This is an optimization exercise on Yosys and OpenROAD, whose aim is small area, a short achievable clock period and few clock cycles per item, not a production implementation. RTL that was checked went through simulation tests only; none was proved equivalent to the original. Function not checked in runs 4 and 5: the RTL went through the layout flow alone. Power and IR drop assume default switching activity.

==> design/flow/design.v <==
module ptpc_ks_add #(
   parameter int W = 8
) (
   input  logic [W-1:0] a,
   input  logic [W-1:0] b,
   input  logic         cin,
   output logic [W-1:0] s,
   output logic         cout
);
   localparam int L = $clog2(W);
   logic [(L+1)*W-1:0] g, p;
   logic [W-1:0] hs;
   always_comb begin
      hs = a ^ b;
      g[W-1:0] = a & b;
      p[W-1:0] = hs;
      g[0] = (a[0] & b[0]) | (hs[0] & cin);
      for (int l = 0; l < L; l++) begin
         for (int i = 0; i < W; i++) begin
            if (i >= (1 << l)) begin
               g[(l+1)*W+i] = g[l*W+i] | (p[l*W+i] & g[l*W+i-(1<<l)]);
               p[(l+1)*W+i] = p[l*W+i] & p[l*W+i-(1<<l)];
            end else begin
               g[(l+1)*W+i] = g[l*W+i];
               p[(l+1)*W+i] = p[l*W+i];
            end
         end
      end
      s[0] = hs[0] ^ cin;
      for (int i = 1; i < W; i++) s[i] = hs[i] ^ g[L*W+i-1];
      cout = g[L*W+W-1];
   end
endmodule
module pwm_timing_param_calc #(
   parameter int PERIOD_BITS  = 16,
   parameter int MAX_DIV_CODE = 7
) (
   input  logic        clock,
   input  logic        reset,
   input  logic        req_start,
   output logic        busy,
   input  logic [6:0]  req_percent,
   output logic        rsp_valid,
   output logic [2:0]  rsp_div_code,
   output logic [7:0]  rsp_prescale_code,
   output logic [15:0] rsp_period_code,
   output logic [15:0] rsp_duty_code,
   output logic        rsp_duty_zero,
   output logic [1:0]  rsp_status,
   input  logic        csr_valid,
   output logic        csr_ready,
   input  logic [0:0]  csr_index,
   input  logic [31:0] csr_wdata
);
   localparam logic [30:0] G1 = 31'd1000000000;
   localparam logic [34:0] FIT_LIMIT = 35'd16776960;    
   localparam logic [7:0]  PCT100 = 8'd100;
   localparam logic [3:0] CF_DONE  = 4'd0;
   localparam logic [3:0] CF_CLK   = 4'd1;    
   localparam logic [3:0] CF_CLKR  = 4'd2;    
   localparam logic [3:0] CF_CLKS  = 4'd3;    
   localparam logic [3:0] CF_CQ    = 4'd4;    
   localparam logic [3:0] CF_CQF   = 4'd5;    
   localparam logic [3:0] CF_CYC   = 4'd6;    
   localparam logic [3:0] CF_CYF   = 4'd7;    
   localparam logic [3:0] CF_FIT   = 4'd8;    
   localparam logic [3:0] CF_PRE   = 4'd9;    
   localparam logic [3:0] CF_DP3   = 4'd10;   
   localparam logic [3:0] CF_WAIT  = 4'd11;   
   localparam logic [3:0] CF_PDEC  = 4'd12;   
   localparam logic [3:0] CF_CYS   = 4'd13;   
   localparam logic [3:0] CF_CQS   = 4'd14;   
   localparam logic [3:0] CF_CLKT  = 4'd15;   
   localparam logic [1:0] A_EMPTY = 2'd0;
   localparam logic [1:0] A_WAIT  = 2'd1;    
   localparam logic [1:0] A_RUN   = 2'd2;
   localparam logic [1:0] A_DONE  = 2'd3;
   logic [31:0] per_r;
   logic [2:0]  kq;          
   logic [30:0] kr;          
   logic        k_raw;
   logic [27:0] cqq;
   logic [30:0] cqr;
   logic [6:0]  rr;
   logic [6:0]  rr100;       
   logic [7:0]  rr200;       
   logic [2:0]  divc;
   logic [2:0]  divc_o;      
   logic [7:0]  prem1;
   logic [16:0] dp;          
   logic [18:0] dp3;         
   logic [15:0] period;
   logic        psat;
   logic        st2;
   logic        nofit;
   logic        szero;
   logic        cfg_a_ok;    
   logic        cfg_ok;      
   logic [3:0]  cf_st;
   logic [1:0]  a_st;
   logic [6:0]  a_pct;
   logic        a_bad;
   logic [4:0]  cnt;
   logic        a_p;         
   logic        a_pn;        
   logic [6:0]  a_t;         
   logic [1:0]  a_u;         
   logic [5:0]  a_e34;       
   logic [2:0]  a_d;         
   logic [32:0] xs, xc;
   logic [34:0] ys, yc;
   logic        c_busy;
   logic        c_prd;       
   logic        c_bad;
   logic        c_first;
   logic        c_sat;
   logic [2:0]  c_cnt;
   logic [18:0] c_r;
   logic [15:0] c_yq;
   logic        s_v;
   logic        s_bad;
   logic [2:0]  s_d;         
   logic        s_inc;       
   logic [34:0] s_y;
   logic        o_valid;
   logic        o_bad;
   logic [15:0] o_duty;
   logic        o_zero;
   logic        busy_r;
   logic        ready_r;
   logic        m_clk, m_cq, m_cyc, a_step;
   logic        p_next;
   logic [8:0]  ta;
   logic [7:0]  tb;
   logic [6:0]  ta_n, tb_n, t_n;
   logic [1:0]  ua, ub, u_n;
   logic [5:0]  e34_n;
   logic [32:0] r1, r2, r3, r4;
   logic [32:0] s1, c1, s2, c2, ndg, xs_n, xc_n;
   logic [5:0]  est;
   logic [2:0]  d;
   logic [34:0] q1, q2, q3, qs, qc, ys_n, yc_n;
   logic [4:0]  ysm;
   logic [30:0] xr_sel;
   logic [32:0] x_bin;
   logic        x_ge;
   logic [34:0] y_res0, y_fin;
   assign m_clk  = (cf_st == CF_CLKR);
   assign m_cq   = (cf_st == CF_CQ);
   assign m_cyc  = (cf_st == CF_CYC);
   assign a_step = m_clk || m_cq || m_cyc || (a_st == A_RUN);
   assign p_next = m_cyc ? PCT100[cnt[2:0] - 3'd1] : (!m_cq && a_pct[5]);
   logic [7:0] tt;
   assign tt = {a_t, 1'b0};
   assign ta = {1'b0, tt} + {2'b0, rr};              
   assign tb = {a_t, m_cq & a_pn};                   
   always_comb begin
      if (tt >= rr200)             begin ua = 2'd2; ta_n = 7'(tt - rr200);        end
      else if (tt >= {1'b0, rr100}) begin ua = 2'd1; ta_n = 7'(tt - {1'b0, rr100}); end
      else                         begin ua = 2'd0; ta_n = ta[6:0];              end
      if (tb >= 8'd100)      begin ub = 2'd1; tb_n = 7'(tb - 8'd100); end
      else                   begin ub = 2'd0; tb_n = tb[6:0];         end
      if (p_next) begin u_n = ua; t_n = ta_n; end
      else        begin u_n = ub; t_n = tb_n; end
   end
   logic [5:0] e_c1, e_c2;
   assign e_c1 = {2'b0, cqr[30:27]} + {2'b0, kr[30:27]};
   assign e_c2 = {2'b0, cqr[30:27]} + {1'b0, kr[30:26]};
   always_comb begin
      case ({p_next, u_n})
         3'b001:  e34_n = {2'b0, kr[30:27]};
         3'b010:  e34_n = {1'b0, kr[30:26]};
         3'b100:  e34_n = {2'b0, cqr[30:27]};
         3'b101:  e34_n = e_c1;
         3'b110:  e34_n = e_c2;
         default: e34_n = 6'd0;
      endcase
   end
   assign r1 = {xs[31:0], 1'b0};
   assign r2 = {xc[31:0], 1'b0};
   assign r3 = a_p ? {2'b0, cqr} : 33'd0;
   always_comb begin
      case (a_u)
         2'd1:    r4 = {1'b0, m_clk & kq[0], kr};    
         2'd2:    r4 = {1'b0, kr, 1'b0};
         default: r4 = 33'd0;
      endcase
   end
   logic [5:0] ea, eb, es, ek;
   logic [5:3] ep, eg;
   logic       g1, p1, g2, p2, ci3, ci4, ci5;
   assign ea  = r1[32:27];
   assign eb  = r2[32:27];
   assign es  = ea ^ eb ^ a_e34;
   assign ek  = (ea & eb) | (ea & a_e34) | (eb & a_e34);
   assign g1  = es[1] & ek[0];
   assign p1  = es[1] ^ ek[0];
   assign g2  = es[2] & ek[1];
   assign p2  = es[2] ^ ek[1];
   assign ci3 = g2 | (p2 & g1);
   assign ep  = es[5:3] ^ ek[4:2];
   assign eg  = es[5:3] & ek[4:2];
   assign ci4 = eg[3] | (ep[3] & ci3);
   assign ci5 = eg[4] | (ep[4] & eg[3]) | (ep[4] & ep[3] & ci3);
   assign est = {ep[5] ^ ci5, ep[4] ^ ci4, ep[3] ^ ci3, 3'b0};
   assign d   = (est[5:3] == 3'd7) ? 3'd0 : est[5:3];
   always_comb begin
      case (est[5:3])
         3'd1:    ndg = 33'h1c4653600;
         3'd2:    ndg = 33'h188ca6c00;
         3'd3:    ndg = 33'h14d2fa200;
         3'd4:    ndg = 33'h11194d800;
         3'd5:    ndg = 33'h0d5fa0e00;
         3'd6:    ndg = 33'h09a5f4400;
         default: ndg = 33'h000000000;
      endcase
   end
   assign s1   = r1 ^ r2 ^ r3;
   assign c1   = {((r1 & r2) | (r1 & r3) | (r2 & r3)), 1'b0};
   assign s2   = s1 ^ c1 ^ r4;
   assign c2   = {((s1 & c1) | (s1 & r4) | (c1 & r4)), 1'b0};
   assign xs_n = s2 ^ c2 ^ ndg;
   assign xc_n = {((s2 & c2) | (s2 & ndg) | (c2 & ndg)), 1'b0};
   assign ysm  = 5'(a_u) * 5'(kq) + {1'b0, a_d, 1'b0};
   assign q1   = {ys[33:0], 1'b0};
   assign q2   = {yc[33:0], 1'b0};
   assign q3   = a_p ? {7'b0, cqq} : 35'd0;
   assign qs   = q1 ^ q2 ^ q3;
   assign qc   = {((q1 & q2) | (q1 & q3) | (q2 & q3)), 1'b0};
   assign ys_n = qs ^ qc ^ {30'd0, ysm};
   assign yc_n = {((qs & qc) | (qs & {30'd0, ysm}) | (qc & {30'd0, ysm})), 1'b0};
   logic [30:0] y_sub;
   logic        y_ge;
   logic x_co, y_co;
   ptpc_ks_add #(.W(33)) u_xbin (.a(xs), .b(xc), .cin(1'b0), .s(x_bin), .cout(x_co));
   assign x_ge   = (x_bin[30:0] >= G1);
   ptpc_ks_add #(.W(35)) u_yres (.a(ys), .b(yc), .cin(1'b0), .s(y_res0), .cout(y_co));
   assign y_fin  = s_y + {31'd0, {1'b0, s_d} + {3'b0, s_inc}};
   assign y_ge   = (ys[30:0] >= G1);
   assign y_sub  = ys[30:0] - G1;
   assign xr_sel = y_ge ? y_sub : ys[30:0];
   logic [4:0] cq_cnt;
   logic [5:0] cq_top;
   logic       cq_pn;
   always_comb begin
      if (per_r[31:8] == '0)       begin cq_cnt = 5'd2;  cq_top = per_r[7:2];   cq_pn = per_r[1];  end
      else if (per_r[31:12] == '0) begin cq_cnt = 5'd6;  cq_top = per_r[11:6];  cq_pn = per_r[5];  end
      else if (per_r[31:16] == '0) begin cq_cnt = 5'd10; cq_top = per_r[15:10]; cq_pn = per_r[9];  end
      else if (per_r[31:20] == '0) begin cq_cnt = 5'd14; cq_top = per_r[19:14]; cq_pn = per_r[13]; end
      else if (per_r[31:24] == '0) begin cq_cnt = 5'd18; cq_top = per_r[23:18]; cq_pn = per_r[17]; end
      else if (per_r[31:28] == '0) begin cq_cnt = 5'd22; cq_top = per_r[27:22]; cq_pn = per_r[21]; end
      else                         begin cq_cnt = 5'd26; cq_top = per_r[31:26]; cq_pn = per_r[25]; end
   end
   logic [34:0] scaled;
   logic [16:0] hl;
   logic [7:0]  pm1;
   assign scaled = {c_r[18:0], c_yq};
   logic [8:0]  h1, h2, pre_v;
   assign hl     = {9'b0, scaled[23:16]} + {1'b0, scaled[15:0]};
   assign h1     = {1'b0, scaled[23:16]} + 9'd1;
   assign h2     = {1'b0, scaled[23:16]} + 9'd2;
   assign pm1    = hl[16] ? h1[7:0] : scaled[23:16];
   assign pre_v  = hl[16] ? h2 : h1;
   logic [18:0] q4;
   logic [19:0] df1, df2, df3;
   logic [1:0]  qd;
   logic [18:0] q4_n;
   logic [15:0] yq_n;
   logic        sat_n;
   logic        c_last;
   assign q4  = {c_r[16:0], c_yq[15:14]};
   logic nb1, nb2, nb3;
   ptpc_ks_add #(.W(19)) u_df1 (.a(q4), .b(~{2'b0, dp}), .cin(1'b1), .s(df1[18:0]), .cout(nb1));
   ptpc_ks_add #(.W(19)) u_df2 (.a(q4), .b(~{1'b0, dp, 1'b0}), .cin(1'b1), .s(df2[18:0]), .cout(nb2));
   ptpc_ks_add #(.W(19)) u_df3 (.a(q4), .b(~dp3), .cin(1'b1), .s(df3[18:0]), .cout(nb3));
   assign df1[19] = !nb1;
   assign df2[19] = !nb2;
   assign df3[19] = !nb3;
   logic [18:0] q4_lo, q4_hi;
   assign q4_lo = df1[19] ? q4 : df1[18:0];
   assign q4_hi = df3[19] ? df2[18:0] : df3[18:0];
   assign q4_n  = df2[19] ? q4_lo : q4_hi;
   assign qd    = {!df2[19], df2[19] ? !df1[19] : !df3[19]};
   assign yq_n   = {c_yq[13:0], qd};
   assign sat_n  = c_sat || (c_first && (c_r >= {2'b0, dp}));
   assign c_last = c_busy && (c_cnt == 3'd0);
   logic       a_to_s, s_to_c, acc_item, acc_write, prd_go;
   logic       s_v_n;
   logic [1:0] a_st_n;
   logic       c_busy_n;
   logic [2:0] c_cnt_n;
   logic       cfg_ok_n;
   assign busy      = busy_r;
   assign csr_ready = ready_r;
   assign acc_item  = !reset && req_start && !busy_r;
   assign acc_write = !reset && csr_valid && ready_r;
   assign s_to_c    = s_v && (!c_busy || c_last) && cfg_ok;
   assign a_to_s    = (a_st == A_DONE) && (!s_v || s_to_c);
   assign prd_go    = (cf_st == CF_DP3);
   always_comb begin
      a_st_n = a_st;
      case (a_st)
         A_WAIT:  if (cfg_a_ok) a_st_n = A_RUN;
         A_RUN:   if (cnt == 5'd0) a_st_n = A_DONE;
         A_DONE:  if (a_to_s) a_st_n = A_EMPTY;
         default: ;
      endcase
      if (acc_item) a_st_n = cfg_a_ok ? A_RUN : A_WAIT;
      if (reset) a_st_n = A_EMPTY;
      c_busy_n = c_busy;
      c_cnt_n  = c_cnt - 3'd1;
      if (c_last) c_busy_n = 1'b0;
      if (s_to_c || prd_go) begin
         c_busy_n = 1'b1;
         c_cnt_n  = 3'd7;
      end
      if (acc_write && ((c_busy && c_prd) || prd_go)) c_busy_n = 1'b0;
      if (reset) c_busy_n = 1'b0;
      s_v_n = s_v;
      if (s_to_c) s_v_n = 1'b0;
      if (a_to_s) s_v_n = 1'b1;
      if (reset) s_v_n = 1'b0;
      cfg_ok_n = cfg_ok;
      if (cf_st == CF_PDEC) cfg_ok_n = 1'b1;
      if (cf_st == CF_CYF || reset) cfg_ok_n = 1'b0;
   end
   always_ff @(posedge clock) begin
      a_st    <= a_st_n;
      c_busy  <= c_busy_n;
      c_cnt   <= c_cnt_n;
      cfg_ok  <= cfg_ok_n;
      s_v     <= s_v_n;
      busy_r  <= !((a_st_n == A_EMPTY) ||
                   ((a_st_n == A_DONE) &&
                    (!s_v_n || ((!c_busy_n || c_cnt_n == 3'd0) && cfg_ok_n))));
      ready_r <= (a_st_n == A_EMPTY) && (cfg_ok_n || !s_v_n);
      if (reset) begin
         per_r    <= 32'd50000;
         kq       <= 3'd0;
         kr       <= 31'd200000000;
         k_raw    <= 1'b0;
         cfg_a_ok <= 1'b0;
         cf_st    <= CF_CLK;
         o_valid  <= 1'b0;
      end else begin
         o_valid <= 1'b0;
         if (a_step) begin
            a_t   <= t_n;
            a_u   <= u_n;
            a_p   <= p_next;
            a_e34 <= e34_n;
            a_pn  <= per_r[cnt - 5'd2];
            a_d   <= d;
            xs    <= xs_n;
            xc    <= xc_n;
            ys    <= ys_n;
            yc    <= yc_n;
            cnt   <= cnt - 5'd1;
         end
         case (cf_st)
            CF_CLK, CF_CLKS: begin
               if (cf_st == CF_CLK && k_raw) begin
                  xs    <= '0;
                  xc    <= '0;
                  a_p   <= 1'b0;
                  a_u   <= 2'd1;
                  a_e34 <= {1'b0, kq[0], kr[30:27]};
                  a_d   <= '0;
                  cf_st <= CF_CLKR;
               end else begin
                  if (cf_st == CF_CLKS) begin
                     kq    <= a_d + {2'b0, y_ge};
                     kr    <= xr_sel;
                     k_raw <= 1'b0;
                  end
                  a_u   <= 2'd0;
                  a_t   <= {1'b0, cq_top};
                  a_e34 <= 6'd0;
                  a_pn  <= cq_pn;
                  a_p   <= 1'b0;
                  a_d   <= '0;
                  xs    <= '0;
                  xc    <= '0;
                  ys    <= '0;
                  yc    <= '0;
                  cnt   <= cq_cnt;
                  cf_st <= CF_CQ;
               end
            end
            CF_CLKR: begin
               cf_st <= CF_CLKT;
            end
            CF_CLKT: begin
               ys    <= {2'b0, x_bin};
               cf_st <= CF_CLKS;
            end
            CF_CQ: begin
               if (cnt == 5'd0) begin
                  rr    <= a_t;
                  rr100 <= 7'd100 - a_t;
                  rr200 <= 8'd200 - {1'b0, a_t};
                  cf_st <= CF_CQF;
               end
            end
            CF_CQF: begin
               if (!s_v && !(c_busy && !c_prd)) begin
                  s_y   <= y_res0;
                  s_d   <= a_d;
                  s_inc <= x_ge;
                  ys    <= {2'b0, x_bin};
                  cf_st <= CF_CQS;
               end
            end
            CF_CQS: begin
               cqr   <= xr_sel;
               cqq   <= y_fin[27:0];
               a_t   <= rr;
               a_u   <= 2'd0;
               a_p   <= 1'b1;
               a_e34 <= {2'b0, xr_sel[30:27]};
               a_d   <= '0;
               xs    <= '0;
               xc    <= '0;
               ys    <= '0;
               yc    <= '0;
               cnt   <= 5'd6;
               cf_st <= CF_CYC;
            end
            CF_CYC: begin
               if (cnt == 5'd0) cf_st <= CF_CYF;
            end
            CF_CYF: begin
               s_y      <= y_res0;
               s_d      <= a_d;
               s_inc    <= x_ge;
               cfg_a_ok <= 1'b1;
               cf_st    <= CF_CYS;
            end
            CF_CYS: begin
               {c_r, c_yq} <= y_fin;
               divc     <= 3'd0;
               cf_st    <= CF_FIT;
            end
            CF_FIT: begin
               {c_r, c_yq} <= scaled >> 1;
               if ((scaled >> 1) <= FIT_LIMIT || divc == 3'd7) begin
                  nofit <= ((scaled >> 1) > FIT_LIMIT);
                  szero <= ((scaled >> 1) == 35'd0);
                  cf_st <= CF_PRE;
               end else begin
                  divc <= divc + 3'd1;
               end
            end
            CF_PRE: begin
               divc_o <= divc;
               if (nofit) begin
                  prem1 <= 8'd255;
                  dp    <= 17'd256;
               end else if (szero) begin
                  prem1 <= 8'd0;
                  dp    <= 17'd1;
               end else begin
                  prem1 <= pm1;
                  dp    <= 17'(pre_v);
               end
               st2    <= nofit || szero;
               cf_st  <= CF_DP3;
            end
            CF_DP3: begin
               dp3   <= {2'b0, dp} + {1'b0, dp, 1'b0};
               cf_st <= CF_WAIT;
            end
            CF_WAIT: begin
               if (c_last) begin
                  period <= yq_n;
                  psat   <= sat_n;
                  cf_st  <= CF_PDEC;
               end
            end
            CF_PDEC: begin
               if (psat)                  period <= 16'hffff;
               else if (period != 16'd0)  period <= period - 16'd1;
               dp     <= dp << ({1'b0, divc} + 4'd1);
               dp3    <= dp3 << ({1'b0, divc} + 4'd1);
               cf_st  <= CF_DONE;
            end
            default: ;
         endcase
         if (a_st == A_WAIT && cfg_a_ok) begin
            a_p   <= a_pct[6];
            a_t   <= a_pct[6] ? rr : 7'd0;
            a_u   <= 2'd0;
            a_e34 <= a_pct[6] ? {2'b0, cqr[30:27]} : 6'd0;
            a_d   <= '0;
            xs    <= '0;
            xc    <= '0;
            ys    <= '0;
            yc    <= '0;
            cnt   <= 5'd6;
         end
         if (a_st == A_RUN) a_pct <= {a_pct[5:0], 1'b0};
         if (acc_item) begin
            a_pct <= req_percent;
            a_bad <= (req_percent > 7'd100);
            if (cfg_a_ok) begin
               a_p   <= req_percent[6];
               a_t   <= req_percent[6] ? rr : 7'd0;
               a_u   <= 2'd0;
               a_e34 <= req_percent[6] ? {2'b0, cqr[30:27]} : 6'd0;
               a_d   <= '0;
               xs    <= '0;
               xc    <= '0;
               ys    <= '0;
               yc    <= '0;
               cnt   <= 5'd6;
            end
         end
         if (c_busy) begin
            c_r     <= q4_n;
            c_yq    <= yq_n;
            c_sat   <= sat_n;
            c_first <= 1'b0;
            if (c_last && !c_prd) begin
               o_valid <= 1'b1;
               o_bad   <= c_bad;
               o_duty  <= c_bad ? 16'd0 : (sat_n ? 16'hffff : yq_n);
               o_zero  <= !c_bad && !sat_n && (yq_n == 16'd0);
            end
         end
         if (a_to_s) begin
            s_bad <= a_bad;
            s_d   <= a_d;
            s_inc <= x_ge;
            s_y   <= y_res0;
         end
         if (s_to_c) begin
            c_prd   <= 1'b0;
            c_bad   <= s_bad;
            c_first <= 1'b1;
            c_sat   <= 1'b0;
            c_r     <= y_fin[34:16];
            c_yq    <= y_fin[15:0];
         end
         if (prd_go) begin
            c_prd   <= 1'b1;
            c_first <= 1'b1;
            c_sat   <= 1'b0;
         end
         if (acc_write) begin
            if (csr_index == 1'b0) begin
               kq    <= {2'b0, csr_wdata[31]};
               kr    <= csr_wdata[30:0];
               k_raw <= 1'b1;
            end else begin
               per_r <= csr_wdata;
            end
            cfg_a_ok <= 1'b0;
            cf_st    <= CF_CLK;
         end
      end
   end
   assign rsp_valid         = o_valid;
   assign rsp_div_code      = o_bad ? 3'd0 : divc_o;
   assign rsp_prescale_code = o_bad ? 8'd0 : prem1;
   assign rsp_period_code   = o_bad ? 16'd0 : period;
   assign rsp_duty_code     = o_duty;
   assign rsp_duty_zero     = o_zero;
   assign rsp_status        = o_bad ? 2'd1 : (st2 ? 2'd2 : 2'd0);
endmodule
==> design/flow/run.sh <==
#!/bin/bash
# synth_recipe.tcl (not shown) runs the flow's synth.tcl, then flattens the netlist and writes it again
# the make line also repeats each setting of config.mk as NAME=value (left out here)
make -C /OpenROAD-flow-scripts/flow DESIGN_CONFIG=/design/flow/config.mk WORK_HOME=/design/flow/orfs CLKGATE_MAP_FILE= SYNTH_SCRIPT=/design/flow/synth_recipe.tcl finish
==> design/flow/config.mk <==
export PLATFORM = sky130hd
export DESIGN_NAME = pwm_timing_param_calc
export DESIGN_NICKNAME = pwm_timing_param_calc
export VERILOG_FILES = /design/flow/design.v
export SDC_FILE = /design/flow/constraint.sdc
export NUM_CORES = 4
export LEC_CHECK = 0
export CAP_MARGIN = 20
export CORE_MARGIN = 2
export CORE_UTILIZATION = 60
export PLACE_DENSITY = 0.72
export SETUP_SLACK_MARGIN = 4.5
export SLEW_MARGIN = 20
==> design/flow/constraint.sdc <==
create_clock -name core_clock -period 8.0 [get_ports {clock}]
set_input_delay 1.6000 -clock core_clock [delete_from_list [all_inputs] [get_ports {clock}]]
set_output_delay 1.6000 -clock core_clock [all_outputs]
set_load 0.01 [all_outputs]
==> results of run 1 <==
[final cells by class]
type,instances,share of cell area (%)
clock inverter,36,0.809
sequential,497,32.6
inverter,255,2.23
clock buffer,72,3.64
multi-input combinational,3078,53.2
tap,846,2.44
timing repair buffer,242,5.17
[synth_stat cells (all sizes together) (23+ instances only)]
master / count
a211oi: 75
a21o: 65
a21oi: 335
a22oi: 57
a31oi: 33
and2: 72
and3: 34
buf: 46
clkbuf: 146
dfxtp: 83
edfxtp: 414
fa: 136
ha: 261
inv: 252
mux2i: 76
nand2: 456
nand2b: 37
nand3: 74
nand4: 23
nor2: 298
nor2b: 60
nor3: 73
o211ai: 31
o21a: 25
o21ai: 224
o21bai: 27
o22ai: 83
or2: 27
xnor2: 151
xor2: 86
[routing by layer]
metal / vias up / share of wire (%) / GRT usage (%)
li1: 14800 / - / -
met1: 15400 / 40 / 45.7
met2: 1595 / 46 / 54.6
met3: 283 / 8.1 / 4.31
met4: 0 / 5.8 / 16.5
met5: - / 0 / 0
[path summary, 6_finish.rpt]
path,start,to
min reg2reg,c_cnt[0],c_cnt[0]
max reg2reg,a_e34[2],xs[26]
min,c_cnt[0],c_cnt[0]
max,a_e34[2],xs[26]
[cell families after synthesis]
group / after synthesis / synth area share [%]
AO/OA/AOI/OAI: 1099 / 18.5
adder cells (fa/ha/maj): 397 / 15.8
multiplexers: 103 / 3.31
flip-flops: 497 / 37.2
XOR/XNOR: 237 / 5.47
buffers and inverters: 447 / 4.47
AND/OR/NAND/NOR: 1240 / 15.3
[power by group]
part / leakage, nW / total [mW] / switching [mW] / internal (mW)
Clock: 0.951 / 2.72 / 1.14 / 1.59
Sequential: 4.61 / 3.44 / 0.312 / 3.13
Combinational: 11.8 / 3.84 / 2.23 / 1.61
Total: 17.4 / 10.0 / 3.68 / 6.32
[registers in the layout (all words and copies together), names as in the netlist, 4 cells and up]
name    count
cqr        31
c_r        19
rr200       6
prem1       8
rr100       6
a_t         7
o_duty     16
c_yq       16
dp         17
dp3        19
a_pct       7
kr         31
period     16
s_y        35
xc         33
per_r      32
a_e34       6
ys         35
cnt         5
cqq        28
xs         33
rr          7
cf_st       4
yc         35
[critical path, stage by stage (launching register included)]
cell and delay, ns:
edfxtp_1 0.45, fa_1 0.50, ha_1 0.34, a31oi_4 0.22
fa_2 0.34, xor2_4 0.25, buf_4 0.17, nor2_4 0.04
nor2_4 0.15, inv_2 0.10, fa_1 0.56, a211oi_1 0.07
[stage by stage]
stage / std cells / hold slack [ns]
6_report: 5026 / 0.404
5_1_grt: 5026 / 0.434
4_1_cts: 4955 / 0.405
3_5_place_dp: 4804 / 0.391
3_3_place_gp: 4804 / 0.380
2_1_floorplan: 4020 / 0.371
[cells in the final DEF (no fill, tap or decap), drive strengths merged, types with 83 or more instances in the layout]
| master | synthesis | final |
|---|---|---|
| nand2 | 456 | 456 |
| edfxtp | 414 | 414 |
| a21oi | 335 | 335 |
| nor2 | 298 | 299 |
| ha | 261 | 261 |
| inv | 252 | 256 |
| o21ai | 224 | 224 |
| xnor2 | 151 | 152 |
| buf | 46 | 147 |
| fa | 136 | 136 |
| xor2 | 86 | 86 |
| dfxtp | 83 | 83 |
| o22ai | 83 | 83 |
[timing repair]
| item | in CTS | in global routing |
|---|---|---|
| resized for setup | 83 | 112 |
| pin swaps | 12 | 48 |
| gates cloned | 0 | 5 |
| hold buffers | 0 | 0 |
| setup buffers | 43 | 66 |
| endpoints found under the setup margin | 266 | 185 |
==> results.sh, run 1 <==
export IMPL_status="complete, no violations"
export IMPL_ys_async_sr_fraction_pct=0
export IMPL_htree_levels=2
export IMPL_synth_seq_cells=497
export IMPL_worst_pin_slew_ns=1.09
export IMPL_pin_count=93
export IMPL_drive_gt1_share_pct=10.9
export IMPL_ctsLongestPathBuffers=3
export IMPL_dp_slack_ns=2.93
export IMPL_fill_cells=4964
export IMPL_antenna_found_initial=2
export IMPL_hold_class="reg2reg"
export IMPL_powerDensity_nw_per_um2=231
export IMPL_finalClockSkew_ns=0.0342
export IMPL_dp_final_hpwl_um=81300
export IMPL_r2r_setup_slack_ns=4.51
export IMPL_syn_to_final_growth_pct=14.2
export IMPL_fmax_ghz=0.287
export IMPL_antenna_left=0
export IMPL_synth_area_sq_um=37900
export IMPL_grt_first_pass_wirelength_um=175000
export IMPL_cp_start_kind="flip-flop"
export IMPL_cellLeakagePower_nw=17.4
export IMPL_grt_pass1_vias=30200
export IMPL_vias=32000
export IMPL_cap_violations=0
export IMPL_num_antenna_cells=0
export IMPL_final_area_sq_um=43300
export IMPL_dr_first_iter_drc_count=3217
export IMPL_yosysSeqAreaShare_pct=37.2
export IMPL_hold_path_cell_count=1
export IMPL_setup_slack_ns=4.51
export IMPL_min_period_ns=3.49
export IMPL_synthesis_nets=4461
export IMPL_hold_violations=0
export IMPL_multiInputGateArea_sq_um=23000
export IMPL_start_util_pct=60.5
export IMPL_grt_max_degree=166
export IMPL_avgRoutedWirePerCell_um=22.9
export IMPL_globalRouteTotalUtil_pct=33.9
export IMPL_clockRootBuffer="clkbuf_16"
export IMPL_die_area_sq_um=65200
export IMPL_synthTopCellsByArea="edfxtp_1 33%, ha_1 8.6%, fa_1 7.2%"
export IMPL_period_share_pct=43.6
export IMPL_worstPathRequired_ns=8.36
export IMPL_clkSinkCount=497
export IMPL_clk_latency_ns=0.64
export IMPL_cts_tree="built"
export IMPL_register_area_sq_um=14100
export IMPL_place_area_sq_um=39600
export IMPL_die_y_um=255
export IMPL_rr_worst_depth=11
export IMPL_netlist_top_cell_by_area="edfxtp_1"
export IMPL_clk_pin_slew_worst_paths_ns=0.06
export IMPL_avgSynthCellArea_sq_um=9.43
export IMPL_die_x_um=255
export IMPL_synth_cell_types=94
export IMPL_critPathArrivalTime_ns=3.85
export IMPL_cts_buffers_inserted=57
export IMPL_path_class="reg2reg"
export IMPL_place_congestion=0.990
export IMPL_final_max_slew_violation_count=0
export IMPL_place_port_buffers=92
export IMPL_synthCells=4020
export IMPL_ir_worst_vdd_mv=0.237
export IMPL_wl_um=115000
export IMPL_crit_fanout=4
export IMPL_vias_per_cell=6.37
export IMPL_setup_tns_ns=0
export IMPL_end_kind="flip-flop"
export IMPL_core_sq_um=62700
export IMPL_drc=0
export IMPL_first_pass_iters=7
export IMPL_synth_ff_type="edfxtp_1"
export IMPL_postLayoutCoreUtil_pct=69.0
export IMPL_max_slew_margin_rel_pct=27.2
export IMPL_synth_warnings=4
export IMPL_rsz0062_at_grt="yes"
export IMPL_fin_nets=4572
export IMPL_synth_edf_count=414
export IMPL_overflow=0
export IMPL_synth_top_cell_area_share_pct=32.8
export IMPL_num_rows=92
export IMPL_total_power_mw=10.0
export IMPL_setup_viol=0
Testbench counts, summed over its fixed seeds: cycles 23,369, items 2,400.
==> run 2: changes to the inputs <==
--- a/design/flow/config.mk
+++ b/design/flow/config.mk
@@ -7,7 +7,7 @@
 export LEC_CHECK = 0
 export CAP_MARGIN = 20
 export CORE_MARGIN = 2
-export CORE_UTILIZATION = 60
-export PLACE_DENSITY = 0.72
+export CORE_UTILIZATION = 50
+export PLACE_DENSITY = 0.62
 export SETUP_SLACK_MARGIN = 4.5
 export SLEW_MARGIN = 20
==> results.sh, run 2 <==
export IMPL_fmax_ghz=0.283
export IMPL_wl_um=115000
export IMPL_fin_nets=4582
export IMPL_seq_power_share_pct=34.3
export IMPL_ys_top_cells_by_count="456 x nand2_1, 414 x edfxtp_1, 334 x a21oi_1"
export IMPL_path_common_cell="fa_2"
export IMPL_crit_fanout=4
export IMPL_final_max_slew_violation_count=0
export IMPL_avgRoutedWirePerCell_um=22.4
export IMPL_hold_class="reg2reg"
export IMPL_finalClockSkew_ns=0.0228
export IMPL_min_period_ns=3.53
export IMPL_cts_buffers_inserted=58
export IMPL_syn_to_final_growth_pct=14.5
export IMPL_synthesis_nets=4461
export IMPL_crit_chain="fa_1, ha_1, a31oi_4, fa_2, buf_6, xor2_4, nand2_2, nor2b_4, buf_12, fa_2, nand2_1, a21oi_2"
export IMPL_p_int_mw=6.33
export IMPL_die_y_um=279
export IMPL_pin_count=93
export IMPL_antenna_left=0
export IMPL_place_congestion=0.894
export IMPL_synthTopCellsByArea="edfxtp_1 33%, ha_1 8.6%, fa_1 7.2%"
export IMPL_ctsLongestPathBuffers=3
export IMPL_yosysSeqAreaShare_pct=37.2
export IMPL_globalRouteTotalUtil_pct=28.8
export IMPL_largestRegisters="s_y x35, yc x35, ys x35"
export IMPL_place_port_buffers=92
export IMPL_clkSinkCount=497
export IMPL_synth_top_cell_area_share_pct=32.8
export IMPL_synth_seq_cells=497
export IMPL_first_pass_iters=6
export IMPL_grt_max_degree=89
export IMPL_antenna_found_initial=0
export IMPL_synth_edf_count=414
export IMPL_cap_violations=0
export IMPL_clk_pin_slew_worst_paths_ns=0.07
export IMPL_slowest_delay_ns=0.52
export IMPL_netlist_top_cell_by_area="edfxtp_1"
export IMPL_clockRootBuffer="clkbuf_16"
export IMPL_power_frac_comb_pct=38.0
export IMPL_whs_ns=0.407
export IMPL_vias=31400
export IMPL_ir_worst_vdd_mv=0.187
export IMPL_cts_tree="built"
export IMPL_clkPwrFrac_pct=27.7
export IMPL_htree_levels=2
export IMPL_yosysMostFrequentCell="nand2_1"
export IMPL_start_util_pct=50.7
export IMPL_grt_first_pass_wirelength_um=176000
export IMPL_die_x_um=279
export IMPL_mostFrequentLayoutCells="450 x nand2_1, 414 x edfxtp_1, 317 x a21oi_1"
export IMPL_vias_per_cell=6.08
export IMPL_num_rows=100
export IMPL_hold_violations=0
export IMPL_clk_latency_ns=0.64
export IMPL_synth_ff_type="edfxtp_1"
export IMPL_final_common_cell="nand2_1"
export IMPL_worst_pin_slew_ns=1.04
export IMPL_avgSynthCellArea_sq_um=9.43
export IMPL_rsz0062_at_grt="yes"
export IMPL_setup_tns_ns=0
export IMPL_drc=0
export IMPL_num_antenna_cells=0
export IMPL_worstPathRequired_ns=8.49
export IMPL_period_share_pct=44.1
export IMPL_synth_area_sq_um=37900
export IMPL_synth_cell_types=94
export IMPL_drive_gt1_share_pct=11.3
export IMPL_dp_final_hpwl_um=83700
export IMPL_powerDensity_nw_per_um2=231
export IMPL_cp_start_kind="flip-flop"
export IMPL_status="complete, no violations"
export IMPL_path_class="reg2reg"
export IMPL_critPathArrivalTime_ns=4.02
export IMPL_cellLeakagePower_nw=17.3
export IMPL_overflow=0
export IMPL_dr_first_iter_drc_count=2680
export IMPL_slowest_stage="fa_1"
export IMPL_core_sq_um=74800
export IMPL_switching_power_mw=3.69
export IMPL_die_area_sq_um=78100
export IMPL_setup_viol=0
export IMPL_fill_cells=6685
export IMPL_ys_async_sr_fraction_pct=0
export IMPL_synth_warnings=4
export IMPL_switching_share_pct=36.8
export IMPL_synthCells=4020
export IMPL_end_kind="flip-flop"
export IMPL_grt_pass1_vias=29600
export IMPL_max_slew_margin_rel_pct=30.1
-- run 2: power by group through the flow --
stage / Clock, mW / Sequential (mW) / Combinational, mW
after floorplan: 0 / 3.35 / 2.42
after global placement: 0 / 3.50 / 3.19
after detailed placement: 0 / 3.50 / 3.22
after CTS: 2.80 / 3.43 / 3.48
after global routing: 2.90 / 3.46 / 4.22
final: 2.77 / 3.43 / 3.81
-- run 2: worst paths after layout --
kind	startpoint	endpoint	slack [ns]	cells past startpoint
setup / recovery	a_e34[2]	xs[10]	4.47	12
hold / removal	c_cnt[0]	c_cnt[0]	0.41	1
setup reg to reg	a_e34[2]	xs[10]	4.47	12
hold reg to reg	c_cnt[0]	c_cnt[0]	0.41	1
-- run 2: kinds of logic after synthesis --
kind of cell,count (synthesis),share of synthesized area (%)
buffers and inverters,447,4.47
xor gates and xnor gates,237,5.47
DFF,497,37.2
muxes,103,3.31
AOI/OAI and AO/OA,1099,18.5
adders and majority gates,397,15.8
and+or+nand+nor,1240,15.3
-- run 2: critical path: cells and delay by family (launching register included) --
family,cells,cell delay [ns]
fa+ha+maj,4,1.80
simple gates,3,0.34
buf+inv,2,0.28
xor+xnor,1,0.25
compound gates,2,0.23
flops,1,0.48
-- run 2: through the flow --
step	cells	setup slack (ns)	utilization (%)	power, mW	instance area [sq um]
floorplan	4020	4.50	-	5.77	38000
global placement	4933	2.95	53.1	6.69	39800
detailed placement	4933	2.90	53.1	6.72	39800
CTS	5091	4.42	56.6	9.72	42400
global route	5159	4.36	58.0	10.6	43400
finish	5159	4.47	58.0	10.0	43400
-- run 2: cell type report --
class / count / area, sq um / share of cell area [%]
Inverter: 255 / 967 / 2.23
Sequential cell: 497 / 14100 / 32.5
Clock inverter: 37 / 378 / 0.870
Tap cell: 969 / 1210 / 2.79
Clock buffer: 72 / 1580 / 3.63
Timing Repair Buffer: 253 / 2260 / 5.21
Multi-Input combinational cell: 3076 / 22900 / 52.8
-- run 2: routing by layer --
layer | vias up | GRT usage [%] | part of all wire (%)
li1 | 14800 | - | -
met3 | 247 | 3.69 | 6.2
met5 | - | 0 | 0
met4 | 0 | 11.4 | 4.8
met2 | 1138 | 46.8 | 46
met1 | 15100 | 39.2 | 43
-- run 2: repair_timing --
action / 4_1_cts / 5_1_grt
gates cloned: 0 / 2
setup buffers: 49 / 65
endpoints found under the setup margin: 200 / 128
hold buffers: 0 / 0
pin swaps: 14 / 55
endpoints found under the hold margin: 0 / 0
resized for setup: 91 / 117
==> run 3: changes to the inputs <==
--- a/design/flow/config.mk
+++ b/design/flow/config.mk
@@ -7,7 +7,7 @@
 export LEC_CHECK = 0
 export CAP_MARGIN = 20
 export CORE_MARGIN = 2
-export CORE_UTILIZATION = 50
-export PLACE_DENSITY = 0.62
+export CORE_UTILIZATION = 55
+export PLACE_DENSITY = 0.66
 export SETUP_SLACK_MARGIN = 4.5
 export SLEW_MARGIN = 20
==> results.sh, run 3 <==
export IMPL_synth_area_sq_um=37900
export IMPL_synthesis_nets=4461
export IMPL_yosysMostFrequentCell="nand2_1"
export IMPL_synthMuxAreaShare_pct=3.31
export IMPL_grt_pass1_vias=29800
export IMPL_die_y_um=267
export IMPL_synth_compound_area_share_pct=18.5
export IMPL_critPathTopFamily="adder cells"
export IMPL_pin_count=93
export IMPL_hold_path_cell_count=1
export IMPL_crit_chain="fa_1, ha_4, a31oi_4, fa_2, xor2_4, buf_6, buf_4, a21boi_1, fa_1, nand2_1, a21oi_1"
export IMPL_synthCells=4020
export IMPL_cellLeakagePower_nw=17.2
export IMPL_slowest_delay_ns=0.55
export IMPL_cts_buffers_inserted=59
export IMPL_largestRegisters="s_y x35, yc x35, ys x35"
export IMPL_end_kind="flip-flop"
export IMPL_setup_viol=0
export IMPL_synth_top_family_by_area="compound AO/OA/AOI/OAI gates"
export IMPL_min_period_ns=3.48
export IMPL_synth_cell_types=94
export IMPL_reg2reg_from="xs[28]"
export IMPL_fill_cells=5728
export IMPL_drc=0
export IMPL_num_rows=96
export IMPL_worst_hold_path_endpoint="c_cnt[0]"
export IMPL_antenna_left=0
export IMPL_cp_start_kind="flip-flop"
export IMPL_final_max_slew_violation_count=0
export IMPL_setup_tns_ns=0
export IMPL_dp_slack_ns=2.88
export IMPL_yosysSeqAreaShare_pct=37.2
export IMPL_dp_final_hpwl_um=84900
export IMPL_synth_warnings=4
export IMPL_synthTopCellsByArea="edfxtp_1 33%, ha_1 8.6%, fa_1 7.2%"
export IMPL_r2r_end="xs[14]"
export IMPL_ys_async_sr_fraction_pct=0
export IMPL_hold_violations=0
export IMPL_min_delay_start="c_cnt[0]"
export IMPL_overflow=0
export IMPL_critPathBufInv=2
export IMPL_critPathArrivalTime_ns=3.83
export IMPL_synth_seq_cells=497
export IMPL_die_x_um=267
export IMPL_fmax_ghz=0.287
export IMPL_cts_hold_fix_buffers=0
export IMPL_hold_class="reg2reg"
export IMPL_avgRoutedWirePerCell_um=23.3
export IMPL_wl_um=118000
export IMPL_synth_top_cell_area_share_pct=32.8
export IMPL_rr_worst_depth=11
export IMPL_antenna_found_initial=0
export IMPL_avgSynthCellArea_sq_um=9.43
export IMPL_ys_top_cells_by_count="456 x nand2_1, 414 x edfxtp_1, 334 x a21oi_1"
export IMPL_dr_max_layer_used="met4"
export IMPL_synth_fa_ha_area_share_pct=15.8
export IMPL_place_congestion=0.961
export IMPL_die_area_sq_um=71100
export IMPL_crit_fanout=4
export IMPL_final_common_cell="nand2_1"
export IMPL_start_util_pct=55.4
export IMPL_syn_to_final_growth_pct=13.5
export IMPL_period_share_pct=43.5
export IMPL_drive_gt1_share_pct=10.6
export IMPL_synth_ff_type="edfxtp_1"
export IMPL_finalClockSkew_ns=0.0371
export IMPL_setup_slack_ns=4.52
export IMPL_yosys_area_share_simple_pct=15.3
export IMPL_worstPathRequired_ns=8.35
export IMPL_clkSinkCount=497
export IMPL_met3WireLength_um=7480
export IMPL_htree_levels=2
export IMPL_clk_latency_ns=0.65
export IMPL_worst_pin_slew_ns=1.03
export IMPL_fin_nets=4562
export IMPL_rsz0062_at_grt="yes"
export IMPL_status="complete, no violations"
export IMPL_vias=31700
export IMPL_r2r_setup_slack_ns=4.52
export IMPL_first_pass_iters=7
export IMPL_mostFrequentLayoutCells="449 x nand2_1, 414 x edfxtp_1, 324 x a21oi_1"
export IMPL_globalRouteTotalUtil_pct=32.7
export IMPL_grt_first_pass_wirelength_um=179000
export IMPL_path_common_cell="fa_1"
export IMPL_cap_violations=0
export IMPL_ctsLongestPathBuffers=3
export IMPL_max_slew_margin_rel_pct=31.5
export IMPL_dr_first_iter_drc_count=3119
export IMPL_cts_tree="built"
export IMPL_powerDensity_nw_per_um2=233
export IMPL_num_antenna_cells=0
export IMPL_startpoint="xs[28]"
export IMPL_slowest_stage="fa_1"
export IMPL_core_sq_um=68500
export IMPL_synth_edf_count=414
export IMPL_place_port_buffers=92
export IMPL_met2_wirelength_um=54800
export IMPL_yosys_area_share_xor_xnor_pct=5.47
export IMPL_met1Wirelength_um=49500
export IMPL_vias_per_cell=6.27
export IMPL_ir_worst_vdd_mv=0.238
export IMPL_grt_max_degree=110
export IMPL_netlist_top_cell_by_area="edfxtp_1"
export IMPL_clk_pin_slew_worst_paths_ns=0.06
export IMPL_clockRootBuffer="clkbuf_16"
export IMPL_path_class="reg2reg"
-- run 3: cell families after synthesis --
family / count (synthesis)
mux: 103
compound gates: 1099
fa+ha+maj: 397
flops: 497
xor+xnor: 237
buf+inv: 447
simple gates: 1240
-- run 3: worst max path at each step --
stage / to / slack, ns / depth (start not counted)
after global routing: a_t[2] / 4.40 / 12
after global placement: a_t[1] / 2.94 / 9
after detailed placement: a_t[1] / 2.88 / 9
final: xs[14] / 4.52 / 11
after floorplan: xs[9] / 4.50 / 12
after CTS: s_y[34] / 4.39 / 13
-- run 3: final cells by class --
class                           count  area, sq um  share of cell area (%)
Clock inverter                     29          269                   0.625
Inverter                          255          975                    2.27
Sequential cell                   497        14100                    32.8
Multi-Input combinational cell   3076        22800                    53.1
Timing Repair Buffer              232         2080                    4.82
Tap cell                          882         1100                    2.56
Clock buffer                       81         1680                    3.91
-- run 3: stage by stage --
step,cells,util (%),area (sq um),power [mW],hold WS (ns)
after floorplan,4020,-,38000,5.77,0.371
after global routing,5052,62.8,43000,10.5,0.425
final,5052,62.8,43000,10.0,0.404
after global placement,4848,58.0,39700,6.77,0.380
after detailed placement,4849,58.0,39700,6.80,0.390
after CTS,5013,61.9,42400,9.79,0.405
-- run 3: report_power, final --
part	switching (mW)	internal (mW)	total (mW)
Clock	1.15	1.60	2.75
Combinational	2.24	1.57	3.81
Sequential	0.322	3.13	3.45
-- run 3: metal layers --
layer	vias to the layer above	global-route usage (%)
met3	268	3.81
met1	15400	44.3
met4	0	15.0
met2	1277	52.8
met5	-	0
li1	14800	-
-- run 3: timing repair --
| item | CTS | global route |
|---|---|---|
| setup buffers | 54 | 38 |
| resized for setup | 85 | 93 |
| setup endpoints to repair | 263 | 123 |
| pin swaps | 20 | 35 |
==> run 4: changes to the inputs <==
--- a/design/flow/design.v
+++ b/design/flow/design.v
@@ -85,7 +85,6 @@
    logic [6:0]  rr100;       
    logic [7:0]  rr200;       
    logic [2:0]  divc;
-   logic [2:0]  divc_o;      
    logic [7:0]  prem1;
    logic [16:0] dp;          
    logic [18:0] dp3;         
@@ -123,7 +122,10 @@
    logic        s_inc;       
    logic [34:0] s_y;
    logic        o_valid;
-   logic        o_bad;
+   logic [2:0]  o_divc;
+   logic [7:0]  o_prem1;
+   logic [15:0] o_period;
+   logic [1:0]  o_status;
    logic [15:0] o_duty;
    logic        o_zero;
    logic        busy_r;
@@ -452,7 +454,6 @@
                end
             end
             CF_PRE: begin
-               divc_o <= divc;
                if (nofit) begin
                   prem1 <= 8'd255;
                   dp    <= 17'd256;
@@ -522,7 +523,10 @@
             c_first <= 1'b0;
             if (c_last && !c_prd) begin
                o_valid <= 1'b1;
-               o_bad   <= c_bad;
+               o_divc   <= c_bad ? 3'd0 : divc;
+               o_prem1  <= c_bad ? 8'd0 : prem1;
+               o_period <= c_bad ? 16'd0 : period;
+               o_status <= c_bad ? 2'd1 : (st2 ? 2'd2 : 2'd0);
                o_duty  <= c_bad ? 16'd0 : (sat_n ? 16'hffff : yq_n);
                o_zero  <= !c_bad && !sat_n && (yq_n == 16'd0);
             end
@@ -560,10 +564,10 @@
       end
    end
    assign rsp_valid         = o_valid;
-   assign rsp_div_code      = o_bad ? 3'd0 : divc_o;
-   assign rsp_prescale_code = o_bad ? 8'd0 : prem1;
-   assign rsp_period_code   = o_bad ? 16'd0 : period;
+   assign rsp_div_code      = o_divc;
+   assign rsp_prescale_code = o_prem1;
+   assign rsp_period_code   = o_period;
    assign rsp_duty_code     = o_duty;
    assign rsp_duty_zero     = o_zero;
-   assign rsp_status        = o_bad ? 2'd1 : (st2 ? 2'd2 : 2'd0);
+   assign rsp_status        = o_status;
 endmodule
--- a/design/flow/config.mk
+++ b/design/flow/config.mk
@@ -7,7 +7,7 @@
 export LEC_CHECK = 0
 export CAP_MARGIN = 20
 export CORE_MARGIN = 2
-export CORE_UTILIZATION = 55
-export PLACE_DENSITY = 0.66
-export SETUP_SLACK_MARGIN = 4.5
+export CORE_UTILIZATION = 60
+export PLACE_DENSITY = 0.72
+export SETUP_SLACK_MARGIN = 4.25
 export SLEW_MARGIN = 20
==> results.sh, run 4 <==
export IMPL_dp_final_hpwl_um=85000
export IMPL_place_port_buffers=92
export IMPL_fin_nets=4578
export IMPL_pin_count=93
export IMPL_start_util_pct=60.5
export IMPL_grt_max_degree=81
export IMPL_end_kind="flip-flop"
export IMPL_core_sq_um=64200
export IMPL_path_class="reg2reg"
export IMPL_synth_cell_types=91
export IMPL_yosysSeqAreaShare_pct=38.2
export IMPL_die_y_um=258
export IMPL_cts_buffers_inserted=59
export IMPL_synth_area_sq_um=38800
export IMPL_ys_top_cells_by_count="499 x nand2_1, 439 x edfxtp_1, 323 x a21oi_1"
export IMPL_vias=32300
export IMPL_wl_um=116000
export IMPL_powerDensity_nw_per_um2=265
export IMPL_fmax_ghz=0.265
export IMPL_synth_ff_type="edfxtp_1"
export IMPL_hold_violations=0
export IMPL_avgRoutedWirePerCell_um=23.1
export IMPL_final_max_slew_violation_count=0
export IMPL_setup_tns_ns=0
export IMPL_status="complete, no violations"
export IMPL_yosysMostFrequentCell="nand2_1"
export IMPL_cts_tree="built"
export IMPL_dp_cells=4894
export IMPL_clk_latency_ns=0.66
export IMPL_cts_hold_fix_buffers=0
export IMPL_ys_async_sr_fraction_pct=0
export IMPL_register_area_sq_um=14800
export IMPL_clockRootBuffer="clkbuf_16"
export IMPL_rsz0062_at_grt="yes"
export IMPL_ir_worst_vdd_mv=0.246
export IMPL_worstPathRequired_ns=8.34
export IMPL_antenna_left=0
export IMPL_clk_pin_slew_worst_paths_ns=0.06
export IMPL_crit_fanout=5
export IMPL_place_congestion=0.978
export IMPL_antenna_found_initial=0
export IMPL_clkSinkCount=522
export IMPL_max_slew_margin_rel_pct=24.6
export IMPL_cap_violations=0
export IMPL_multiInputGateArea_sq_um=22700
export IMPL_avgSynthCellArea_sq_um=9.48
export IMPL_largestRegisters="s_y x35, yc x35, ys x35"
export IMPL_syn_to_final_growth_pct=11.0
export IMPL_ctsLongestPathBuffers=3
export IMPL_setup_viol=0
export IMPL_final_common_cell="nand2_1"
export IMPL_cellLeakagePower_nw=16.9
export IMPL_num_antenna_cells=0
export IMPL_postLayoutCoreUtil_pct=67.1
export IMPL_first_pass_iters=8
export IMPL_dr_first_iter_drc_count=3567
export IMPL_drive_gt1_share_pct=7.74
export IMPL_mostFrequentLayoutCells="494 x nand2_1, 439 x edfxtp_1, 316 x a21oi_1"
export IMPL_hold_class="reg2reg"
export IMPL_htree_levels=2
export IMPL_die_x_um=258
export IMPL_fill_cells=5267
export IMPL_globalRouteTotalUtil_pct=34.5
export IMPL_grt_pass1_vias=30400
export IMPL_synth_top_cell_area_share_pct=33.9
export IMPL_overflow=0
export IMPL_synthCells=4097
export IMPL_die_area_sq_um=66800
export IMPL_cp_start_kind="flip-flop"
export IMPL_period_share_pct=47.2
export IMPL_drc=0
export IMPL_min_period_ns=3.77
export IMPL_synthTopCellsByArea="edfxtp_1 34%, ha_1 8.4%, fa_1 7.0%"
export IMPL_synthesis_nets=4538
export IMPL_synth_warnings=4
export IMPL_fin_cells=5041
export IMPL_critPathArrivalTime_ns=4.12
export IMPL_num_rows=93
export IMPL_synth_edf_count=439
export IMPL_vias_per_cell=6.41
export IMPL_finalClockSkew_ns=0.0417
export IMPL_synth_seq_cells=522
export IMPL_netlist_top_cell_by_area="edfxtp_1"
export IMPL_grt_first_pass_wirelength_um=179000
export IMPL_worst_pin_slew_ns=1.13
## run 4: final cells by class
class                   instances  area share, %
inverters                     257           2.26
repair buffers                171           3.55
clock buffers                  79           3.89
flip-flops and latches        522           34.4
clock inverters                31          0.714
well taps                     855           2.48
multi-input cells            3126           52.7
## run 4: repair_timing
action,4_1_cts,5_1_grt
resized for setup,21,54
setup endpoints to repair,78,89
setup buffers,9,27
cloned,0,1
pin swaps,2,11
## run 4: worst paths after layout
path            start  endpoint  slack [ns]  cells after the start
max reg2reg  a_e34[2]    xs[14]        4.23                     12
min          c_cnt[0]  c_cnt[0]        0.41                      1
min reg2reg  c_cnt[0]  c_cnt[0]        0.41                      1
max          a_e34[2]    xs[14]        4.23                     12
## run 4: per-layer routing
metal  part of all wire, %  global-route usage, %  vias up
met2                    47                   56.0     1434
met5                     0                      0        -
met1                    41                   46.7    15700
met4                   5.2                   16.0        0
met3                   7.0                   3.70      281
li1                      -                      -    14900
## run 4: critical path, stage by stage, from the launching register on
cell	delay [ns]
edfxtp_1	0.46
fa_1	0.52
ha_1	0.30
nand2_1	0.06
a21oi_2	0.13
nor2_1	0.09
fa_2	0.48
xor2_4	0.21
buf_4	0.16
a21boi_0	0.39
fa_1	0.49
nand2_1	0.08
a21oi_1	0.08
## run 4: power by group
group,total (mW),internal (mW),switching [mW]
registers,3.86,3.41,0.453
clock network,2.80,1.58,1.22
logic,4.77,1.87,2.90
total,11.4,6.86,4.57
## run 4: metrics by stage
stage / hold slack (ns) / power (mW) / area [sq um] / setup WS, ns
after floorplan: 0.371 / 6.95 / 38900 / 3.76
final: 0.412 / 11.4 / 43100 / 4.23
after global placement: 0.381 / 8.24 / 40500 / 3.32
after global routing: 0.427 / 12.1 / 43100 / 4.07
after CTS: 0.411 / 11.2 / 42700 / 4.25
after detailed placement: 0.397 / 8.31 / 40500 / 3.32
## run 4: cells by family after synthesis
group / synth area share (%)
muxes: 3.17
buffers and inverters: 4.40
and+or+nand+nor: 15.4
adders and majority gates: 15.4
DFF: 38.2
AOI/OAI and AO/OA: 18.2
xor gates and xnor gates: 5.19
==> run 5: changes to the inputs <==
--- a/design/flow/design.v
+++ b/design/flow/design.v
@@ -104,7 +104,7 @@
    logic        a_pn;        
    logic [6:0]  a_t;         
    logic [1:0]  a_u;         
-   logic [5:0]  a_e34;       
+   logic [2:0]  a_est;       
    logic [2:0]  a_d;         
    logic [32:0] xs, xc;
    logic [34:0] ys, yc;
@@ -139,7 +139,7 @@
    logic [5:0]  e34_n;
    logic [32:0] r1, r2, r3, r4;
    logic [32:0] s1, c1, s2, c2, ndg, xs_n, xc_n;
-   logic [5:0]  est;
+   logic [2:0]  est_n;
    logic [2:0]  d;
    logic [34:0] q1, q2, q3, qs, qc, ys_n, yc_n;
    logic [4:0]  ysm;
@@ -191,10 +191,10 @@
    logic [5:0] ea, eb, es, ek;
    logic [5:3] ep, eg;
    logic       g1, p1, g2, p2, ci3, ci4, ci5;
-   assign ea  = r1[32:27];
-   assign eb  = r2[32:27];
-   assign es  = ea ^ eb ^ a_e34;
-   assign ek  = (ea & eb) | (ea & a_e34) | (eb & a_e34);
+   assign ea  = xs_n[31:26];
+   assign eb  = xc_n[31:26];
+   assign es  = ea ^ eb ^ e34_n;
+   assign ek  = (ea & eb) | (ea & e34_n) | (eb & e34_n);
    assign g1  = es[1] & ek[0];
    assign p1  = es[1] ^ ek[0];
    assign g2  = es[2] & ek[1];
@@ -204,10 +204,10 @@
    assign eg  = es[5:3] & ek[4:2];
    assign ci4 = eg[3] | (ep[3] & ci3);
    assign ci5 = eg[4] | (ep[4] & eg[3]) | (ep[4] & ep[3] & ci3);
-   assign est = {ep[5] ^ ci5, ep[4] ^ ci4, ep[3] ^ ci3, 3'b0};
-   assign d   = (est[5:3] == 3'd7) ? 3'd0 : est[5:3];
+   assign est_n = {ep[5] ^ ci5, ep[4] ^ ci4, ep[3] ^ ci3};
+   assign d     = (a_est == 3'd7) ? 3'd0 : a_est;
    always_comb begin
-      case (est[5:3])
+      case (a_est)
          3'd1:    ndg = 33'h1c4653600;
          3'd2:    ndg = 33'h188ca6c00;
          3'd3:    ndg = 33'h14d2fa200;
@@ -350,7 +350,7 @@
             a_t   <= t_n;
             a_u   <= u_n;
             a_p   <= p_next;
-            a_e34 <= e34_n;
+            a_est <= est_n;
             a_pn  <= per_r[cnt - 5'd2];
             a_d   <= d;
             xs    <= xs_n;
@@ -366,7 +366,7 @@
                   xc    <= '0;
                   a_p   <= 1'b0;
                   a_u   <= 2'd1;
-                  a_e34 <= {1'b0, kq[0], kr[30:27]};
+                  a_est <= {1'b0, kq[0], kr[30]};
                   a_d   <= '0;
                   cf_st <= CF_CLKR;
                end else begin
@@ -377,7 +377,7 @@
                   end
                   a_u   <= 2'd0;
                   a_t   <= {1'b0, cq_top};
-                  a_e34 <= 6'd0;
+                  a_est <= 3'd0;
                   a_pn  <= cq_pn;
                   a_p   <= 1'b0;
                   a_d   <= '0;
@@ -419,7 +419,7 @@
                a_t   <= rr;
                a_u   <= 2'd0;
                a_p   <= 1'b1;
-               a_e34 <= {2'b0, xr_sel[30:27]};
+               a_est <= {2'b0, xr_sel[30]};
                a_d   <= '0;
                xs    <= '0;
                xc    <= '0;
@@ -491,7 +491,7 @@
             a_p   <= a_pct[6];
             a_t   <= a_pct[6] ? rr : 7'd0;
             a_u   <= 2'd0;
-            a_e34 <= a_pct[6] ? {2'b0, cqr[30:27]} : 6'd0;
+            a_est <= {2'b0, a_pct[6] & cqr[30]};
             a_d   <= '0;
             xs    <= '0;
             xc    <= '0;
@@ -507,7 +507,7 @@
                a_p   <= req_percent[6];
                a_t   <= req_percent[6] ? rr : 7'd0;
                a_u   <= 2'd0;
-               a_e34 <= req_percent[6] ? {2'b0, cqr[30:27]} : 6'd0;
+               a_est <= {2'b0, req_percent[6] & cqr[30]};
                a_d   <= '0;
                xs    <= '0;
                xc    <= '0;
--- a/design/flow/config.mk
+++ b/design/flow/config.mk
@@ -9,5 +9,5 @@
 export CORE_MARGIN = 2
 export CORE_UTILIZATION = 60
 export PLACE_DENSITY = 0.72
-export SETUP_SLACK_MARGIN = 4.25
+export SETUP_SLACK_MARGIN = 4.5
 export SLEW_MARGIN = 20
==> results.sh, run 5 <==
export IMPL_synth_compound_area_share_pct=17.7
export IMPL_clk_latency_ns=0.67
export IMPL_antenna_found_initial=4
export IMPL_synthMuxAreaShare_pct=3.04
export IMPL_yosys_area_share_xor_xnor_pct=5.28
export IMPL_largestRegisters="s_y x35, yc x35, ys x35"
export IMPL_fin_nets=4732
export IMPL_synth_cell_types=90
export IMPL_synth_fa_ha_area_share_pct=15.6
export IMPL_hold_violations=0
export IMPL_worst_hold_path_endpoint="c_cnt[0]"
export IMPL_critPathBufInv=2
export IMPL_synth_seq_cells=519
export IMPL_seq_power_share_pct=35.0
export IMPL_setup_tns_ns=0
export IMPL_use_met2_pct=60.5
export IMPL_die_y_um=257
export IMPL_num_rows=92
export IMPL_grt_pass1_vias=31700
export IMPL_synthCells=4094
export IMPL_cts_buffers_inserted=59
export IMPL_synth_warnings=4
export IMPL_final_area_sq_um=45000
export IMPL_yosysMostFrequentCell="nand2_1"
export IMPL_synthesis_nets=4535
export IMPL_final_max_slew_violation_count=0
export IMPL_clkPwrFrac_pct=27.5
export IMPL_clk_pin_slew_worst_paths_ns=0.06
export IMPL_die_x_um=257
export IMPL_fmax_ghz=0.214
export IMPL_avgSynthCellArea_sq_um=9.40
export IMPL_met3_usage_pct=7.49
export IMPL_p_int_mw=6.45
export IMPL_mostFrequentLayoutCells="502 x nand2_1, 436 x edfxtp_1, 358 x a21oi_1"
export IMPL_min_period_ns=4.67
export IMPL_vias=33400
export IMPL_antenna_left=0
export IMPL_synth_edf_count=436
export IMPL_end_kind="flip-flop"
export IMPL_first_pass_iters=6
export IMPL_synth_top_cell_area_share_pct=34.0
export IMPL_die_area_sq_um=66200
export IMPL_switching_power_mw=3.72
export IMPL_ys_async_sr_fraction_pct=0
export IMPL_final_common_cell="nand2_1"
export IMPL_vias_per_cell=6.45
export IMPL_drive_gt1_share_pct=13.9
export IMPL_hold_class="reg2reg"
export IMPL_synth_area_sq_um=38500
export IMPL_min_delay_start="c_cnt[0]"
export IMPL_hold_path_cell_count=1
export IMPL_cts_hold_fix_buffers=0
export IMPL_total_power_mw=10.2
export IMPL_reg2reg_from="a_t[1]"
export IMPL_clockRootBuffer="clkbuf_16"
export IMPL_place_port_buffers=92
export IMPL_use_met1_pct=47.6
export IMPL_grt_first_pass_wirelength_um=190000
export IMPL_r2r_setup_slack_ns=3.33
export IMPL_cts_tree="built"
export IMPL_syn_to_final_growth_pct=17.1
export IMPL_grt_max_degree=89
export IMPL_fill_cells=4694
export IMPL_dp_slack_ns=2.79
export IMPL_globalRouteTotalUtil_pct=37.2
export IMPL_avgRoutedWirePerCell_um=24.3
export IMPL_start_util_pct=60.9
export IMPL_setup_slack_ns=3.33
export IMPL_critPathArrivalTime_ns=5.05
export IMPL_drc=0
export IMPL_place_area_sq_um=40300
export IMPL_path_class="reg2reg"
export IMPL_synth_ff_type="edfxtp_1"
export IMPL_cap_violations=0
export IMPL_clkSinkCount=519
export IMPL_path_depth=23
export IMPL_crit_fanout=4
export IMPL_wl_um=126000
export IMPL_switching_share_pct=36.6
export IMPL_r2r_end="a_est[0]"
export IMPL_yosys_area_share_simple_pct=15.8
export IMPL_ir_worst_vdd_mv=0.212
export IMPL_ys_top_cells_by_count="510 x nand2_1, 436 x edfxtp_1, 374 x a21oi_1"
export IMPL_power_frac_comb_pct=37.5
export IMPL_powerDensity_nw_per_um2=226
export IMPL_dp_final_hpwl_um=87900
export IMPL_path_common_cell="o21ai_1"
export IMPL_finalClockSkew_ns=0.0347
export IMPL_period_share_pct=58.3
export IMPL_yosysSeqAreaShare_pct=38.4
export IMPL_core_sq_um=63200
export IMPL_pin_count=93
export IMPL_synthTopCellsByArea="edfxtp_1 34%, ha_1 8.4%, fa_1 7.2%"
export IMPL_rsz0062_at_grt="yes"
export IMPL_slowest_delay_ns=0.53
export IMPL_cellLeakagePower_nw=17.8
export IMPL_overflow=0
export IMPL_worstPathRequired_ns=8.39
export IMPL_place_congestion=0.991
export IMPL_grt_busiest_layer="met2"
export IMPL_rr_worst_depth=23
export IMPL_max_slew_margin_rel_pct=27.2
export IMPL_cp_start_kind="flip-flop"
export IMPL_slowest_stage="fa_1"
export IMPL_critPathTopFamily="compound AO/OA/AOI/OAI gates"
export IMPL_ctsLongestPathBuffers=3
export IMPL_crit_chain="buf_6, ha_4, nor2b_4, o21ai_2, a21boi_2, o21a_2, o31ai_4, nand2_4, nand2_2, o211ai_1, o21ai_1, a22oi_2, fa_1, inv_1, ha_1, nor3b_2, nor2_1, a21oi_2, fa_2, mux2i_1, o21ai_1, a31oi_1, o22ai_1"
export IMPL_worst_pin_slew_ns=1.09
export IMPL_netlist_top_cell_by_area="edfxtp_1"
export IMPL_htree_levels=2
export IMPL_setup_viol=0
export IMPL_dr_first_iter_drc_count=3659
export IMPL_status="complete, no violations"
export IMPL_synth_top_family_by_area="compound AO/OA/AOI/OAI gates"
[run 5: power by group through the flow]
stage          Sequential, mW  Clock, mW  Combinational [mW]
2_1_floorplan            3.50          0                2.41
3_3_place_gp             3.63          0                3.17
3_5_place_dp             3.64          0                3.23
4_1_cts                  3.55       2.80                3.58
5_1_grt                  3.59       2.90                4.17
6_report                 3.56       2.80                3.81
[run 5: how the worst max path moves through the flow]
stage / from / to / slack, ns
floorplan: a_p / a_est[0] / 3.50
global placement: cnt[0] / a_est[0] / 2.91
detailed placement: cnt[0] / a_est[0] / 2.79
CTS: a_p / a_est[0] / 3.40
global route: a_t[0] / a_est[0] / 3.07
finish: a_t[1] / a_est[0] / 3.33
[run 5: repair_timing]
item,4_1_cts,5_1_grt
pin swaps,50,77
setup buffers,109,74
gates cloned,5,0
setup endpoints to repair,179,119
gates resized for setup,160,125
[run 5: cells by family (layout without fill, tap and decap cells)]
family	after synthesis	after routing
compound gates	1086	1087
xor+xnor	232	232
fa+ha+maj	397	397
buf+inv	434	674
flops	519	519
mux	91	91
other cells	0	1
simple gates	1335	1335
[run 5: area by class of cell]
type                            instances  area (sq um)  share of cell area (%)
Clock inverter                         24           243                   0.539
Tap cell                              846          1060                    2.35
Inverter                              240           941                    2.09
Clock buffer                           81          1700                    3.78
Antenna cell                            1          2.50                 0.00555
Sequential cell                       519         14800                    32.8
Timing Repair Buffer                  329          2960                    6.57
Multi-Input combinational cell       3142         23400                    51.9
[run 5: through the flow]
stage	cells	util (%)	hold slack, ns
after floorplan	4094	-	0.371
after global placement	4888	63.7	0.386
final	5182	71.3	0.418
after global routing	5181	71.3	0.425
after detailed placement	4888	63.7	0.400
after CTS	5107	69.5	0.415
[run 5: per-layer routing]
| layer | up-vias | part of all wire [%] | routed length, um |
|---|---|---|---|
| met5 | - | 0.033 | 42 |
| met4 | 6 | 6.1 | 7700 |
| met3 | 448 | 9.2 | 11700 |
| met2 | 1728 | 46 | 57900 |
| met1 | 16100 | 39 | 48700 |
| li1 | 15100 | - | - |

==> what the ideal ports hide <==
In the flow no input, the clock included, has a driving cell. The finished layouts below were timed again as built, in two steps.
Step 1: set_driving_cell puts a clkbuf_16 on clock and a buf_2 on each other input, an assumption about the parent block.
Step 2 moves the port delays by t, midway between the first and last clock arrival at a register: inputs arrive t later, outputs are due t later. That takes back most of the time a late clock gives input paths.
a / b / c = ideal ports / drivers / drivers and shift; a / b = the first two.
run	t, ns	slack for setup (ns)	hold WS [ns]	worst setup path at the end	slew at the worst register clock pin (ns)
run 1	0.691	4.512 / 4.512 / 3.908	0.404 / 0.404 / 0.404	input to register	0.07 / 0.07
run 2	0.694	4.469 / 4.469 / 3.851	0.407 / 0.407 / 0.407	input to register	0.07 / 0.07
run 3	0.702	4.521 / 4.520 / 3.919	0.404 / 0.404 / 0.404	input to register	0.06 / 0.06
run 4	0.707	4.226 / 4.226 / 3.817	0.412 / 0.412 / 0.412	input to register	0.07 / 0.07
run 5	0.718	3.335 / 3.335 / 3.335	0.418 / 0.418 / 0.418	register to register	0.08 / 0.08
After both steps setup and hold are still met in every run listed. For run 2, which loses most, drivers alone change the setup slack by 0.000 ns; drivers and shift together by -0.618 ns.
